What follows belongs to an exercise in optimizing a design on an open flow for a short achievable clock period and few clock cycles; a production flow would make more cautious choices.

Setup of before:
## lc3b_pipeline
module lc3b_pipeline
#(
    parameter logic [15:0] RESET_PC = 16'h0000
)
(
    input  logic        clk,
    input  logic        rst,
    output logic        imem_read,
    output logic [15:0] imem_address,
    input  logic        imem_resp,
    input  logic [15:0] imem_rdata,
    output logic        dmem_read,
    output logic        dmem_write,
    output logic [15:0] dmem_address,
    output logic [15:0] dmem_wdata,
    output logic [1:0]  dmem_byte_enable,
    input  logic        dmem_resp,
    input  logic [15:0] dmem_rdata
);
    function automatic logic [15:0] carries(input logic [15:0] a, input logic [15:0] b);
        logic [15:0] g, p;
        g = a & b;
        p = a | b;
        for (int d = 1; d < 16; d = d * 2)
        begin
            for (int i = 15; i >= d; i--)
            begin
                g[i] = g[i] | (p[i] & g[i-d]);
                p[i] = p[i] & p[i-d];
            end
        end
        carries = {g[14:0], 1'b0};
    endfunction
    function automatic logic [9:0] carries_ci9(input logic [8:0] a, input logic [8:0] b);
        logic [8:0] g, p;
        g = a & b;
        p = a | b;
        g[0] = g[0] | p[0];
        for (int d = 1; d < 9; d = d * 2)
        begin
            for (int i = 8; i >= d; i--)
            begin
                g[i] = g[i] | (p[i] & g[i-d]);
                p[i] = p[i] & p[i-d];
            end
        end
        carries_ci9 = {g, 1'b1};
    endfunction
    function automatic logic [5:0] inc6(input logic [5:0] x);
        logic c;
        c = 1'b1;
        for (int i = 0; i < 6; i++)
        begin
            inc6[i] = x[i] ^ c;
            c = c & x[i];
        end
    endfunction
    function automatic logic [5:0] dec6(input logic [5:0] x);
        logic b;
        b = 1'b1;
        for (int i = 0; i < 6; i++)
        begin
            dec6[i] = x[i] ^ b;
            b = b & ~x[i];
        end
    endfunction
    function automatic logic sum_zero(input logic [15:0] a, input logic [15:0] b);
        logic [15:0] t, c;
        t = a ^ b;
        c = {a[14:0] | b[14:0], 1'b0};
        sum_zero = ~|(t ^ c);
    endfunction
    function automatic logic [2:0] flags(input logic [15:0] v);
  ...
For scale: ~2100 cells after synthesis, roughly 89 I/O pins.
Settings: LEC_CHECK=0, ABC_CLOCK_PERIOD_IN_PS=2000, CAP_MARGIN=20, CORE_MARGIN=2, CORE_UTILIZATION=40, SETUP_SLACK_MARGIN=2.5, SLEW_MARGIN=20, SYNTH_HIERARCHICAL=1, SYNTH_MINIMUM_KEEP_SIZE=0; clock period 4.5 ns.
standard.sh (not shown) runs the stock make flow with config.mk's settings and CLKGATE_MAP_FILE= SYNTH_SCRIPT=/design/flow/synth_recipe.tcl, a recipe that flattens the netlist after the stock synthesis.
==> flow/flow/run.sh <==
#!/bin/bash
# Standard layout with these changes: ports buffered with buf_4 instead of the
# smallest buffer; the resizer free to change a cell's footprint; adders left
# to ABC as plain logic instead of full/half-adder cells; and a few slow
# gates (majority, 3x2 AND-OR, and the 3- and 4-high stacks) kept out of the
# combinational logic, on top of the platform's own don't-use list.
set -euo pipefail
PLATFORM_DONT_USE="sky130_fd_sc_hd__probe_p_8 sky130_fd_sc_hd__probec_p_8 sky130_fd_sc_hd__lpflow_bleeder_1 sky130_fd_sc_hd__lpflow_clkbufkapwr_1 sky130_fd_sc_hd__lpflow_clkbufkapwr_16 sky130_fd_sc_hd__lpflow_clkbufkapwr_2 sky130_fd_sc_hd__lpflow_clkbufkapwr_4 sky130_fd_sc_hd__lpflow_clkbufkapwr_8 sky130_fd_sc_hd__lpflow_clkinvkapwr_1 sky130_fd_sc_hd__lpflow_clkinvkapwr_16 sky130_fd_sc_hd__lpflow_clkinvkapwr_2 sky130_fd_sc_hd__lpflow_clkinvkapwr_4 sky130_fd_sc_hd__lpflow_clkinvkapwr_8 sky130_fd_sc_hd__lpflow_decapkapwr_12 sky130_fd_sc_hd__lpflow_decapkapwr_3 sky130_fd_sc_hd__lpflow_decapkapwr_4 sky130_fd_sc_hd__lpflow_decapkapwr_6 sky130_fd_sc_hd__lpflow_decapkapwr_8 sky130_fd_sc_hd__lpflow_inputiso0n_1 sky130_fd_sc_hd__lpflow_inputiso0p_1 sky130_fd_sc_hd__lpflow_inputiso1n_1 sky130_fd_sc_hd__lpflow_inputiso1p_1 sky130_fd_sc_hd__lpflow_inputisolatch_1 sky130_fd_sc_hd__lpflow_isobufsrc_1 sky130_fd_sc_hd__lpflow_isobufsrc_16 sky130_fd_sc_hd__lpflow_isobufsrc_2 sky130_fd_sc_hd__lpflow_isobufsrc_4 sky130_fd_sc_hd__lpflow_isobufsrc_8 sky130_fd_sc_hd__lpflow_isobufsrckapwr_16 sky130_fd_sc_hd__lpflow_lsbuf_lh_hl_isowell_tap_1 sky130_fd_sc_hd__lpflow_lsbuf_lh_hl_isowell_tap_2 sky130_fd_sc_hd__lpflow_lsbuf_lh_hl_isowell_tap_4 sky130_fd_sc_hd__lpflow_lsbuf_lh_isowell_4 sky130_fd_sc_hd__lpflow_lsbuf_lh_isowell_tap_1 sky130_fd_sc_hd__lpflow_lsbuf_lh_isowell_tap_2 sky130_fd_sc_hd__lpflow_lsbuf_lh_isowell_tap_4"
SLOW="sky130_fd_sc_hd__a2111o_1 sky130_fd_sc_hd__a2111o_2 sky130_fd_sc_hd__a2111o_4 sky130_fd_sc_hd__a2111oi_0 sky130_fd_sc_hd__a2111oi_1 sky130_fd_sc_hd__a2111oi_2 sky130_fd_sc_hd__a2111oi_4 sky130_fd_sc_hd__a222oi_1 sky130_fd_sc_hd__a311o_1 sky130_fd_sc_hd__a311o_2 sky130_fd_sc_hd__a311o_4 sky130_fd_sc_hd__a311oi_1 sky130_fd_sc_hd__a311oi_2 sky130_fd_sc_hd__a311oi_4 sky130_fd_sc_hd__a41o_1 sky130_fd_sc_hd__a41o_2 sky130_fd_sc_hd__a41o_4 sky130_fd_sc_hd__a41oi_1 sky130_fd_sc_hd__a41oi_2 sky130_fd_sc_hd__a41oi_4 sky130_fd_sc_hd__maj3_1 sky130_fd_sc_hd__maj3_2 sky130_fd_sc_hd__maj3_4 sky130_fd_sc_hd__o2111a_1 sky130_fd_sc_hd__o2111a_2 sky130_fd_sc_hd__o2111a_4 sky130_fd_sc_hd__o2111ai_1 sky130_fd_sc_hd__o2111ai_2 sky130_fd_sc_hd__o2111ai_4 sky130_fd_sc_hd__o311a_1 sky130_fd_sc_hd__o311a_2 sky130_fd_sc_hd__o311a_4 sky130_fd_sc_hd__o311ai_0 sky130_fd_sc_hd__o311ai_1 sky130_fd_sc_hd__o311ai_2 sky130_fd_sc_hd__o311ai_4 sky130_fd_sc_hd__o41a_1 sky130_fd_sc_hd__o41a_2 sky130_fd_sc_hd__o41a_4 sky130_fd_sc_hd__o41ai_1 sky130_fd_sc_hd__o41ai_2 sky130_fd_sc_hd__o41ai_4 "
bash standard.sh "BUFFER_PORTS_ARGS=-buffer_cell sky130_fd_sc_hd__buf_4" MATCH_CELL_FOOTPRINT=0 ADDER_MAP_FILE= \
    "DONT_USE_CELLS=$PLATFORM_DONT_USE $SLOW" finish > make_finish.log 2>&1
The following lists how after was set up differently from before:
diff --git a/flow/flow/run.sh b/flow/flow/run.sh
--- a/flow/flow/run.sh
+++ b/flow/flow/run.sh
@@ -5 +5 @@
-# gates (majority, 3x2 AND-OR, and the 3- and 4-high stacks) kept out of the
+# gates (majority, and the 3x2 AND-OR-invert that comes in one size) kept out of the
@@ -9 +9 @@
-SLOW="sky130_fd_sc_hd__a2111o_1 sky130_fd_sc_hd__a2111o_2 sky130_fd_sc_hd__a2111o_4 sky130_fd_sc_hd__a2111oi_0 sky130_fd_sc_hd__a2111oi_1 sky130_fd_sc_hd__a2111oi_2 sky130_fd_sc_hd__a2111oi_4 sky130_fd_sc_hd__a222oi_1 sky130_fd_sc_hd__a311o_1 sky130_fd_sc_hd__a311o_2 sky130_fd_sc_hd__a311o_4 sky130_fd_sc_hd__a311oi_1 sky130_fd_sc_hd__a311oi_2 sky130_fd_sc_hd__a311oi_4 sky130_fd_sc_hd__a41o_1 sky130_fd_sc_hd__a41o_2 sky130_fd_sc_hd__a41o_4 sky130_fd_sc_hd__a41oi_1 sky130_fd_sc_hd__a41oi_2 sky130_fd_sc_hd__a41oi_4 sky130_fd_sc_hd__maj3_1 sky130_fd_sc_hd__maj3_2 sky130_fd_sc_hd__maj3_4 sky130_fd_sc_hd__o2111a_1 sky130_fd_sc_hd__o2111a_2 sky130_fd_sc_hd__o2111a_4 sky130_fd_sc_hd__o2111ai_1 sky130_fd_sc_hd__o2111ai_2 sky130_fd_sc_hd__o2111ai_4 sky130_fd_sc_hd__o311a_1 sky130_fd_sc_hd__o311a_2 sky130_fd_sc_hd__o311a_4 sky130_fd_sc_hd__o311ai_0 sky130_fd_sc_hd__o311ai_1 sky130_fd_sc_hd__o311ai_2 sky130_fd_sc_hd__o311ai_4 sky130_fd_sc_hd__o41a_1 sky130_fd_sc_hd__o41a_2 sky130_fd_sc_hd__o41a_4 sky130_fd_sc_hd__o41ai_1 sky130_fd_sc_hd__o41ai_2 sky130_fd_sc_hd__o41ai_4 "
+SLOW="sky130_fd_sc_hd__maj3_1 sky130_fd_sc_hd__maj3_2 sky130_fd_sc_hd__maj3_4 sky130_fd_sc_hd__a222oi_1"
Findings:
Sort before and after by quantity of gates resized following cts desc -> top: before
Looking at post-layout worst setup margin, after sits 110 ps higher than before does.
The met2 layer usage reported by global route reported for after is smaller than that of before by 2.9 points.
On cell area, before and after are neck and neck.
Cell type of the slowest stage on the worst timing path = dfxtp_4: before; cell type of the slowest stage on the worst timing path = a311o_2: after
after: via count of the routed design is 133 higher than what before reported.
No functional check of the RTL was part of any run of this note.

re-timing with driven ports:
No port has a modelled driver above. Below, the same layouts with a new extraction and two added sets of constraints.
Step 1, drivers: a clkbuf_16 drives clk and a buf_2 each remaining input, both assumed.
Step 2 adds t to the input delays and takes it off the output delays; t is the mean of the earliest and latest rising clock arrival at the registers after step 1. Input paths then give back, and output paths get back, about the clock's delay inside the block.
Slacks: ideal / step 1 / step 2; pairs: ideal / step 1.
run	t (ns)	setup WS [ns]	hold WS [ns]	slew at the worst register clock pin (ns)
before	0.615	1.909 / 1.909 / 1.706	0.340 / 0.340 / 0.340	0.07 / 0.07
after	0.615	2.020 / 2.020 / 1.585	0.340 / 0.340 / 0.340	0.07 / 0.07
After both steps setup and hold are still met in every run listed. The setup slack of after, which loses most, moves by 0.000 ns with the drivers and by -0.435 ns with both steps.
